From an optimization exercise on the open Yosys and OpenROAD flow, aimed at small area, a short achievable clock period and few clock cycles per item; shortcuts taken in it are not production practice. Function was checked by simulation only, so behaviour that the tests miss may differ from the original.

**design.v**
```verilog
`default_nettype none
`timescale 1ns/1ps
package rs_pkg;
	typedef enum logic [2:0] {
		OP_ADD = 3'd0,
		OP_SUB = 3'd1,
		OP_SLL = 3'd2,
		OP_SLT = 3'd3,
		OP_XOR = 3'd4,
		OP_SR  = 3'd5,
		OP_OR  = 3'd6,
		OP_AND = 3'd7
	} alu_op_t;
endpackage
`default_nettype wire
`default_nettype none
`timescale 1ns/1ps
module reservation_station (
	input wire logic clk,
	input wire logic rst_n,
	input wire logic enable,
	input wire logic dispatched_in,
	input wire logic [5-1:0] q1_in,
	input wire logic [32-1:0] v1_in,
	input wire logic [5-1:0] q2_in,
	input wire logic [32-1:0] v2_in,
	input wire rs_pkg::alu_op_t alu_op_in,
	input wire logic alu_sign_in,
	input wire logic [5-1:0] reorder_buffer_tag_in,
	input wire logic cdb_active,
	input wire logic [5-1:0] cdb_tag,
	input wire logic [32-1:0] cdb_data,
	output logic [5-1:0] q1_out,
	output logic [32-1:0] v1_out,
	output logic [5-1:0] q2_out,
	output logic [32-1:0] v2_out,
	output rs_pkg::alu_op_t alu_op_out,
	output logic alu_sign_out,
	output logic [5-1:0] reorder_buffer_tag_out,
	output logic busy,
	output logic ready_to_execute
);
	logic dispatched;
	logic snoop_op1;
	logic snoop_op2;
	logic free_self;
	assign snoop_op1 = cdb_active && ((enable ? q1_in : q1_out) == cdb_tag);
	assign snoop_op2 = cdb_active && ((enable ? q2_in : q2_out) == cdb_tag);
	assign free_self = busy && cdb_active && (cdb_tag == reorder_buffer_tag_out);
	assign ready_to_execute = busy && !dispatched && (q1_out == '0) && (q2_out == '0);
	always_ff @(posedge clk or negedge rst_n) begin
		if (!rst_n) begin
			busy <= 1'b0;
			dispatched <= 1'b0;
			q1_out <= '0;
			q2_out <= '0;
			reorder_buffer_tag_out <= '0;
		end else if (free_self) begin
			busy <= 1'b0;
			dispatched <= 1'b0;
			q1_out <= '0;
			q2_out <= '0;
			reorder_buffer_tag_out <= '0;
		end else begin
			if (enable) begin
				busy <= 1'b1;
				reorder_buffer_tag_out <= reorder_buffer_tag_in;
			end
			q1_out <= snoop_op1 ? '0 : (enable ? q1_in : q1_out);
			q2_out <= snoop_op2 ? '0 : (enable ? q2_in : q2_out);
			if (dispatched_in)
				dispatched <= 1'b1;
		end
	end
	always_ff @(posedge clk) begin
		if (snoop_op1)
			v1_out <= cdb_data;
		else if (enable)
			v1_out <= v1_in;
		if (snoop_op2)
			v2_out <= cdb_data;
		else if (enable)
			v2_out <= v2_in;
		if (enable) begin
			alu_op_out <= alu_op_in;
			alu_sign_out <= alu_sign_in;
		end
	end
endmodule
`default_nettype wire
`default_nettype none
`timescale 1ns/1ps
module rs_dispatch_select (
	input wire logic clk,
	input wire logic rst_n,
	input wire logic issue_valid,
	input wire logic [4-1:0] busy,
	input wire logic [4-1:0] ready,
	input wire logic [4-1:0][32-1:0] v1,
	input wire logic [4-1:0][32-1:0] v2,
	input wire logic [4-1:0][2:0] op,
	input wire logic [4-1:0] sign,
	input wire logic [4-1:0][5-1:0] rob_tag,
	output logic [4-1:0] enable,
	output logic [4-1:0] dispatched_pulse,
	output logic full,
	output logic exec_valid,
	output logic [32-1:0] exec_v1,
	output logic [32-1:0] exec_v2,
	output rs_pkg::alu_op_t exec_op,
	output logic exec_op_sign,
	output logic [5-1:0] exec_rob_tag,
	input wire logic exec_accept
);
	localparam int IDX_W = $clog2(4);
	logic [IDX_W-1:0] low_idx;
	logic [IDX_W-1:0] sel_idx;
	logic [IDX_W-1:0] lock_idx;
	logic lock_valid;
	assign full = &busy;
	always_comb begin : alloc
		logic found;
		found = 1'b0;
		enable = '0;
		for (int i = 0; i < 4; i++) begin
			if (!found && !busy[i]) begin
				enable[i] = issue_valid;
				found = 1'b1;
			end
		end
	end
	always_comb begin : pick
		logic found;
		found = 1'b0;
		low_idx = '0;
		for (int i = 0; i < 4; i++) begin
			if (!found && ready[i]) begin
				low_idx = IDX_W'(i);
				found = 1'b1;
			end
		end
	end
	assign sel_idx = (lock_valid && ready[lock_idx]) ? lock_idx : low_idx;
	always_ff @(posedge clk or negedge rst_n) begin
		if (!rst_n)
			lock_valid <= 1'b0;
		else
			lock_valid <= exec_valid && !exec_accept;
	end
	always_ff @(posedge clk)
		lock_idx <= sel_idx;
	assign exec_valid = |ready;
	assign exec_v1 = v1[sel_idx];
	assign exec_v2 = v2[sel_idx];
	assign exec_op = rs_pkg::alu_op_t'(op[sel_idx]);
	assign exec_op_sign = sign[sel_idx];
	assign exec_rob_tag = rob_tag[sel_idx];
	always_comb begin
		dispatched_pulse = '0;
		if (exec_valid && exec_accept)
			dispatched_pulse[sel_idx] = 1'b1;
	end
endmodule
`default_nettype wire
`default_nettype none
`timescale 1ns/1ps
module alu_unit (
	input wire logic clk,
	input wire logic rst_n,
	input wire logic exec_valid,
	input wire logic [32-1:0] exec_v1,
	input wire logic [32-1:0] exec_v2,
	input wire rs_pkg::alu_op_t exec_op,
	input wire logic exec_op_sign,
	input wire logic [5-1:0] exec_rob_tag,
	output logic exec_accept,
	input wire logic ext_cdb_active,
	input wire logic [5-1:0] ext_cdb_tag,
	input wire logic [32-1:0] ext_cdb_data,
	output logic cdb_active,
	output logic [5-1:0] cdb_tag,
	output logic [32-1:0] cdb_data
);
	logic [32-1:0] alu_result;
	logic [5-1:0] shamt;
	logic less_than;
	logic take;
	logic res_sent;
	logic res_valid;
	logic [5-1:0] res_tag;
	logic [32-1:0] res_data;
	assign shamt = exec_v2[5-1:0];
	assign less_than = exec_op_sign ? ($signed(exec_v1) < $signed(exec_v2))
		: (exec_v1 < exec_v2);
	always_comb begin
		case (exec_op)
			rs_pkg::OP_ADD: alu_result = exec_v1 + exec_v2;
			rs_pkg::OP_SUB: alu_result = exec_v1 - exec_v2;
			rs_pkg::OP_SLL: alu_result = exec_v1 << shamt;
			rs_pkg::OP_SLT: alu_result = {{(32-1){1'b0}}, less_than};
			rs_pkg::OP_XOR: alu_result = exec_v1 ^ exec_v2;
			rs_pkg::OP_SR: alu_result = exec_op_sign ? 32'($signed(exec_v1) >>> shamt)
				: (exec_v1 >> shamt);
			rs_pkg::OP_OR: alu_result = exec_v1 | exec_v2;
			rs_pkg::OP_AND: alu_result = exec_v1 & exec_v2;
			default: alu_result = '0;
		endcase
	end
	assign res_sent = res_valid && !ext_cdb_active;
	assign exec_accept = !res_valid || !ext_cdb_active;
	assign take = exec_valid && exec_accept;
	always_ff @(posedge clk or negedge rst_n) begin
		if (!rst_n)
			res_valid <= 1'b0;
		else if (take)
			res_valid <= 1'b1;
		else if (res_sent)
			res_valid <= 1'b0;
	end
	always_ff @(posedge clk) begin
		if (take) begin
			res_tag <= exec_rob_tag;
			res_data <= alu_result;
		end
	end
	assign cdb_active = ext_cdb_active || res_valid;
	assign cdb_tag = ext_cdb_active ? ext_cdb_tag : res_tag;
	assign cdb_data = ext_cdb_active ? ext_cdb_data : res_data;
endmodule
`default_nettype wire
`default_nettype none
`timescale 1ns/1ps
module alu_cluster (
	input wire logic clk,
	input wire logic rst_n,
	input wire logic issue_valid,
	input wire logic [5-1:0] issue_q1,
	input wire logic [32-1:0] issue_v1,
	input wire logic [5-1:0] issue_q2,
	input wire logic [32-1:0] issue_v2,
	input wire rs_pkg::alu_op_t issue_op,
	input wire logic issue_sign,
	input wire logic [5-1:0] issue_rob_tag,
	output logic full,
	input wire logic ext_cdb_active,
	input wire logic [5-1:0] ext_cdb_tag,
	input wire logic [32-1:0] ext_cdb_data,
	output logic cdb_active,
	output logic [5-1:0] cdb_tag,
	output logic [32-1:0] cdb_data
);
	logic [4-1:0] enable;
	logic [4-1:0] dispatched_pulse;
	logic [4-1:0] busy;
	logic [4-1:0] ready;
	logic [4-1:0] ent_sign;
	logic [4-1:0][32-1:0] ent_v1;
	logic [4-1:0][32-1:0] ent_v2;
	logic [4-1:0][5-1:0] ent_rob_tag;
	logic [4-1:0][2:0] ent_op;
	logic exec_valid;
	logic [32-1:0] exec_v1;
	logic [32-1:0] exec_v2;
	rs_pkg::alu_op_t exec_op;
	logic exec_op_sign;
	logic [5-1:0] exec_rob_tag;
	logic exec_accept;
	for (genvar i = 0; i < 4; i++) begin : g_entry
		reservation_station entry_i (
			.clk                    (clk),
			.rst_n                  (rst_n),
			.enable                 (enable[i]),
			.dispatched_in          (dispatched_pulse[i]),
			.q1_in                  (issue_q1),
			.v1_in                  (issue_v1),
			.q2_in                  (issue_q2),
			.v2_in                  (issue_v2),
			.alu_op_in              (issue_op),
			.alu_sign_in            (issue_sign),
			.reorder_buffer_tag_in  (issue_rob_tag),
			.cdb_active             (cdb_active),
			.cdb_tag                (cdb_tag),
			.cdb_data               (cdb_data),
			.q1_out                 (),
			.v1_out                 (ent_v1[i]),
			.q2_out                 (),
			.v2_out                 (ent_v2[i]),
			.alu_op_out             (ent_op[i]),
			.alu_sign_out           (ent_sign[i]),
			.reorder_buffer_tag_out (ent_rob_tag[i]),
			.busy                   (busy[i]),
			.ready_to_execute       (ready[i])
		);
	end
	rs_dispatch_select select_i (
		.clk              (clk),
		.rst_n            (rst_n),
		.issue_valid      (issue_valid),
		.busy             (busy),
		.ready            (ready),
		.v1               (ent_v1),
		.v2               (ent_v2),
		.op               (ent_op),
		.sign             (ent_sign),
		.rob_tag          (ent_rob_tag),
		.enable           (enable),
		.dispatched_pulse (dispatched_pulse),
		.full             (full),
		.exec_valid       (exec_valid),
		.exec_v1          (exec_v1),
		.exec_v2          (exec_v2),
		.exec_op          (exec_op),
		.exec_op_sign     (exec_op_sign),
		.exec_rob_tag     (exec_rob_tag),
		.exec_accept      (exec_accept)
	);
	alu_unit alu_i (
		.clk            (clk),
		.rst_n          (rst_n),
		.exec_valid     (exec_valid),
		.exec_v1        (exec_v1),
		.exec_v2        (exec_v2),
		.exec_op        (exec_op),
		.exec_op_sign   (exec_op_sign),
		.exec_rob_tag   (exec_rob_tag),
		.exec_accept    (exec_accept),
		.ext_cdb_active (ext_cdb_active),
		.ext_cdb_tag    (ext_cdb_tag),
		.ext_cdb_data   (ext_cdb_data),
		.cdb_active     (cdb_active),
		.cdb_tag        (cdb_tag),
		.cdb_data       (cdb_data)
	);
endmodule
`default_nettype wire
```
**constraint.sdc**
```tcl
create_clock -name core_clock -period 7.0 [get_ports {clk}]
set_input_delay 1.4000 -clock core_clock [delete_from_list [all_inputs] [get_ports {clk}]]
set_output_delay 1.4000 -clock core_clock [all_outputs]
set_load 0.01 [all_outputs]
```
**config.mk**
```make
export PLATFORM = sky130hd
export DESIGN_NAME = alu_cluster
export DESIGN_NICKNAME = alu_cluster
export VERILOG_FILES = /design/flow/design.v
export SDC_FILE = /design/flow/constraint.sdc
export NUM_CORES = 4
export LEC_CHECK = 0
export CAP_MARGIN = 20
export CORE_MARGIN = 2
export CORE_UTILIZATION = 40
export SETUP_SLACK_MARGIN = 0.3
export SLEW_MARGIN = 20
```
**run.sh**
```bash
#!/bin/bash
# synth_recipe.tcl (not shown) runs the flow's synth.tcl, then flattens the netlist and writes it again
# the make line also repeats each setting of config.mk as NAME=value (left out here)
make -C /OpenROAD-flow-scripts/flow DESIGN_CONFIG=/design/flow/config.mk WORK_HOME=/design/flow/orfs CLKGATE_MAP_FILE= SYNTH_SCRIPT=/design/flow/synth_recipe.tcl finish
```
==> results.yml <==
status:
  run_status: "no timing/DRC/antenna violations"
die:
  chipWidth_microns: 261
  rows: 94
  die_area_sq_mm: 0.0682
  die_height_microns: 261
  initial_utilization: 0.403
  boundaryPins: 163
  design.core.area_sq_mm: 0.0656
drt:
  post_drt_wl_per_cell_microns: 26.8
  dr.first_iter.drc_count: 3329
  wirelength_microns: 109000
  routed-wl-met2_microns: 46800
  top_layer_used: "met4"
  drcViolationCount: 0
  met3_length_microns: 10900
  dr_total_vias: 24925
  detailed_routing_iteration_count_for_the_pre_antenna_repair_pass: 6
  routed_via_density: 6.15
  postRouteAntennaNets: 0
  met1_length_microns: 47300
yosys:
  synth-seq-cells: 381
  synth_warnings: 3
  synth_edf_count: 309
  synth_async_sr_flop_share: 0.184
  synth_top_area_share: 0.351
  synth_top_flop_cell: "edfxtp_1"
  synth.top_cells.by_area: "edfxtp_1 35%, dfrtp_1 6.6%, a21oi_1 6.2%"
  post_synth_inst_count: 3036
  fraction_of_the_yosys_area_taken_by_sequential_cells: 0.418
  synthDistinctLibCells: 85
  post_synth_instance_area_sq_mm: 0.0265
  postSynthAreaPerCell_sq_um: 8.71
  synth_area_leader_cell: "edfxtp_1"
  synth_fp_nets: 3259
timing:
  transition_time_at_the_pin_with_the_least_slew_margin_ns: 1.17
  worst_clock_skew_ns: 0.0279
  layout_min_cycle_time_ns: 6.46
  unrepaired_setup_endpoints_after_global_routing: "no"
  maxClockFrequency_ghz: 0.155
  setup_tns_ns: 0
  finalSetupViolations: 0
  hold_viol: 0
  slew_hr: 0.199
  layout_worst_path_cycle_share: 0.922
  timing.final.max_slew_violations: 0
  setup_slack_ns: 0.545
critical_path:
  setup.worst_path.start_class: "flop"
  path_cells: "or4b_4 > nor4_1 > o22ai_1 > a211oi_4 > buf_4 > inv_6 > mux4_2 > ha_1 > o21ba_2 > o211ai_1 > a2111o_1 > a311o_1 > a211o_1 > a211oi_1 > buf_4 > a21o_1 > a31oi_1 > o221ai_1 > nor2_1 > a31oi_1 > xnor2_1 > a2111o_1"
  endpoint_kind: "flop"
  timing.critical_path.slowest_cell_delay_ns: 0.58
  worst_path_max_delay_cell: "or4b_4"
  rrSetupSlack_ns: 0.54
  reg2reg_to: "alu_i.res_data[29]"
  critical_path.reg2reg.startpoint: "g_entry[2].entry_i.dispatched"
  timing.setup.critical_path_class: "reg -> reg"
  worst-path-max-fanout: 18
  r2r_cells: 22
  required_ns: 7.31
  worst_ep_arrival_time_ns: 6.77
global_route:
  via_count_of_the_first_global_routing_pass: 23361
  antenna_found_initial: 2
  grt_overflow_total: 0
  grt_max_degree: 71
  grt_use_total: 0.314
  global_route_wire_length_before_repair_microns: 158000
clock_tree:
  tritoncts_num_sinks: 381
  clock_tree.buffer_depth: 3
  root_buffer_cell: "clkbuf_16"
  cts_inserted_buffers: 43
  cts_tree: "done"
  path_clk_slew_ns: 0.06
  ctsHtreeMaxLevel: 2
  cts-hold-fix-buffers: 0
  insertion_delay_ns: 0.59
placement:
  place.port_buffers: 162
  routabilityCongestion: 1.04
  detailed_place_hpwl_microns: 80000
  post-place-ws_ns: 0.361
min_path:
  worstHoldStart: "g_entry[2].entry_i.dispatched"
  hp-class: "reg -> reg"
  hold-path-cell-count: 2
  worst_hold_path.endpoint: "g_entry[2].entry_i.dispatched"
final_layout:
  postLayoutCoreUtil: 0.471
  filler_cell_count: 6320
  nets: 3376
  area_growth_syn_to_layout_pct: 16.9
  drive_above_1_share: 0.0923
flow_run:
  drv.max_cap_violation_count: 0
[sequential cells by signal, summed over array words and instances (netlist names)]
register,flops
g_entry.entry_i.q2_out,20
select_i.lock_valid,1
g_entry.entry_i.alu_sign_out,4
alu_i.res_tag,5
alu_i.res_data,32
g_entry.entry_i.q1_out,20
select_i.lock_idx,2
alu_i.res_valid,1
g_entry.entry_i.reorder_buffer_tag_out,20
g_entry.entry_i.v2_out,128
g_entry.entry_i.busy,4
g_entry.entry_i.alu_op_out,12
g_entry.entry_i.dispatched,4
g_entry.entry_i.v1_out,128
[through the flow]
stage | instances | instance area (sq um) | hold WS [ns]
after floorplan | 3036 | 26500 | 0.463
after global routing | 4050 | 30900 | 0.526
after detailed placement | 3969 | 29300 | 0.489
after CTS | 4046 | 30800 | 0.501
after global placement | 3968 | 29300 | 0.478
final | 4052 | 30900 | 0.507
[synthesized netlist by cell type, types with 14 or more instances]
cell type  number
mux4_2         34
xor2_1         23
o22ai_1        30
nor3_1         35
nand3_1       174
a211oi_1       28
mux2i_1       131
buf_2          23
a21o_1         16
xnor2_1        64
clkbuf_1      147
inv_1         140
ha_1           97
and3_1         16
nor2_1        389
dfrtp_1        70
and2_1         33
nand2_1       367
nand4_1        16
edfxtp_1      309
o31ai_1        14
buf_1          25
nor4_1         16
o211ai_1       34
a21oi_1       328
a31oi_1        21
o21ai_0       232
or2_2          15
o21ai_1        21
[final cells by class]
class	count	area [sq um]	area share
antenna	3	7.51	0.000243
clock buffer	47	1090	0.0353
clock inverter	30	415	0.0134
inverter	148	563	0.0182
multi-input combinational	2309	14200	0.459
sequential	381	11100	0.358
tap	864	1080	0.0349
timing repair buffer	270	2510	0.0811
[cell usage in the layout (no fill, tap or decap), types with 9 or more instances in the layout]
master / synthesis / routed
nor2_1: 389 / 388
nand2_1: 367 / 367
a21oi_1: 328 / 327
edfxtp_1: 309 / 309
o21ai_0: 232 / 232
nand3_1: 174 / 171
clkdlybuf4s50_1: 0 / 160
inv_1: 140 / 138
mux2i_1: 131 / 127
buf_4: 0 / 102
ha_1: 97 / 96
dfrtp_1: 70 / 70
xnor2_1: 64 / 64
clkbuf_16: 0 / 44
mux4_2: 34 / 34
o211ai_1: 34 / 34
and2_1: 33 / 33
o22ai_1: 30 / 30
nor3_1: 35 / 29
a211oi_1: 28 / 28
xor2_1: 23 / 23
o21ai_1: 21 / 21
a31oi_1: 21 / 20
nand4_1: 16 / 16
a21o_1: 16 / 16
and3_1: 16 / 14
o31ai_1: 14 / 14
or2_2: 15 / 14
mux2_2: 13 / 13
nor4_1: 16 / 12
o21bai_1: 12 / 12
o21a_1: 10 / 10
nand2b_1: 9 / 9
[kinds of logic (layout without fill, tap and decap cells)]
logic type,Yosys count,after routing,share of synthesized area
buffers and inverters,346,495,0.0511
adder cells (fa/ha/maj),99,99,0.0474
flip-flops,381,381,0.418
AO/OA/AOI/OAI,845,845,0.188
multiplexers,180,180,0.0860
AND/OR/NAND/NOR,1098,1098,0.180
other,0,3,0
XOR/XNOR,87,87,0.0288
[worst max path at each step]
stage                          to  depth (start not counted)  slack, ns                           from
4_1_cts        alu_i.res_data[31]                         21       0.31  g_entry[3].entry_i.dispatched
2_1_floorplan  alu_i.res_data[31]                         26       0.44  g_entry[2].entry_i.dispatched
3_5_place_dp   alu_i.res_data[31]                         21       0.36  g_entry[3].entry_i.dispatched
6_report       alu_i.res_data[29]                         22       0.54  g_entry[2].entry_i.dispatched
5_1_grt        alu_i.res_data[29]                         22       0.32  g_entry[2].entry_i.dispatched
3_3_place_gp   alu_i.res_data[31]                         21       0.52  g_entry[3].entry_i.dispatched
[per-layer routing]
metal  vias to the layer above  track usage
met2                      1388        0.470
li1                      11151            -
met5                         -            0
met1                     12186        0.466
met4                         0       0.0896
met3                       200       0.0527
[critical path, delay by kind of cell, from the launching register on]
kind | cells | cell delay (ns)
mux | 1 | 0.51
xor+xnor | 1 | 0.09
buf+inv | 3 | 0.47
simple gates | 3 | 0.95
fa+ha+maj | 1 | 0.36
flops | 1 | 0.38
compound gates | 13 | 3.41
[what timing repair did]
action,4_1_cts,5_1_grt
hold endpoints to repair,0,0
setup endpoints to repair,0,8
setup buffers,0,2
resized for setup,0,17
Testbench counts, summed over its fixed seeds: cycles 4,562, items 3,200.

[port drivers added, routing unchanged]
In the flow no input, the clock included, has a driving cell. The finished layout below was timed again as built, in two steps. Step 1 (the two cells are an assumption about what drives the block):
set clk [get_ports {clk}]
set_driving_cell -lib_cell sky130_fd_sc_hd__clkbuf_16 $clk
set_driving_cell -lib_cell sky130_fd_sc_hd__buf_2 [delete_from_list [all_inputs] $clk]
Step 2 adds t to the input delays and takes it off the output delays; t is the mean of the earliest and latest rising clock arrival at the registers after step 1. Input paths then give back, and output paths get back, about the clock's delay inside the block. a / b / c = no drivers / after step 1 / after step 2; a / b = the first two.
t (ns): 0.635
setup WS [ns]: 0.545 / 0.545 / 0.545
latest minus earliest clock arrival (ns): 0.030 / 0.030
After both steps setup and hold are still met in this run. For this run, drivers alone change the setup slack by 0.000 ns; drivers and shift together by 0.000 ns.
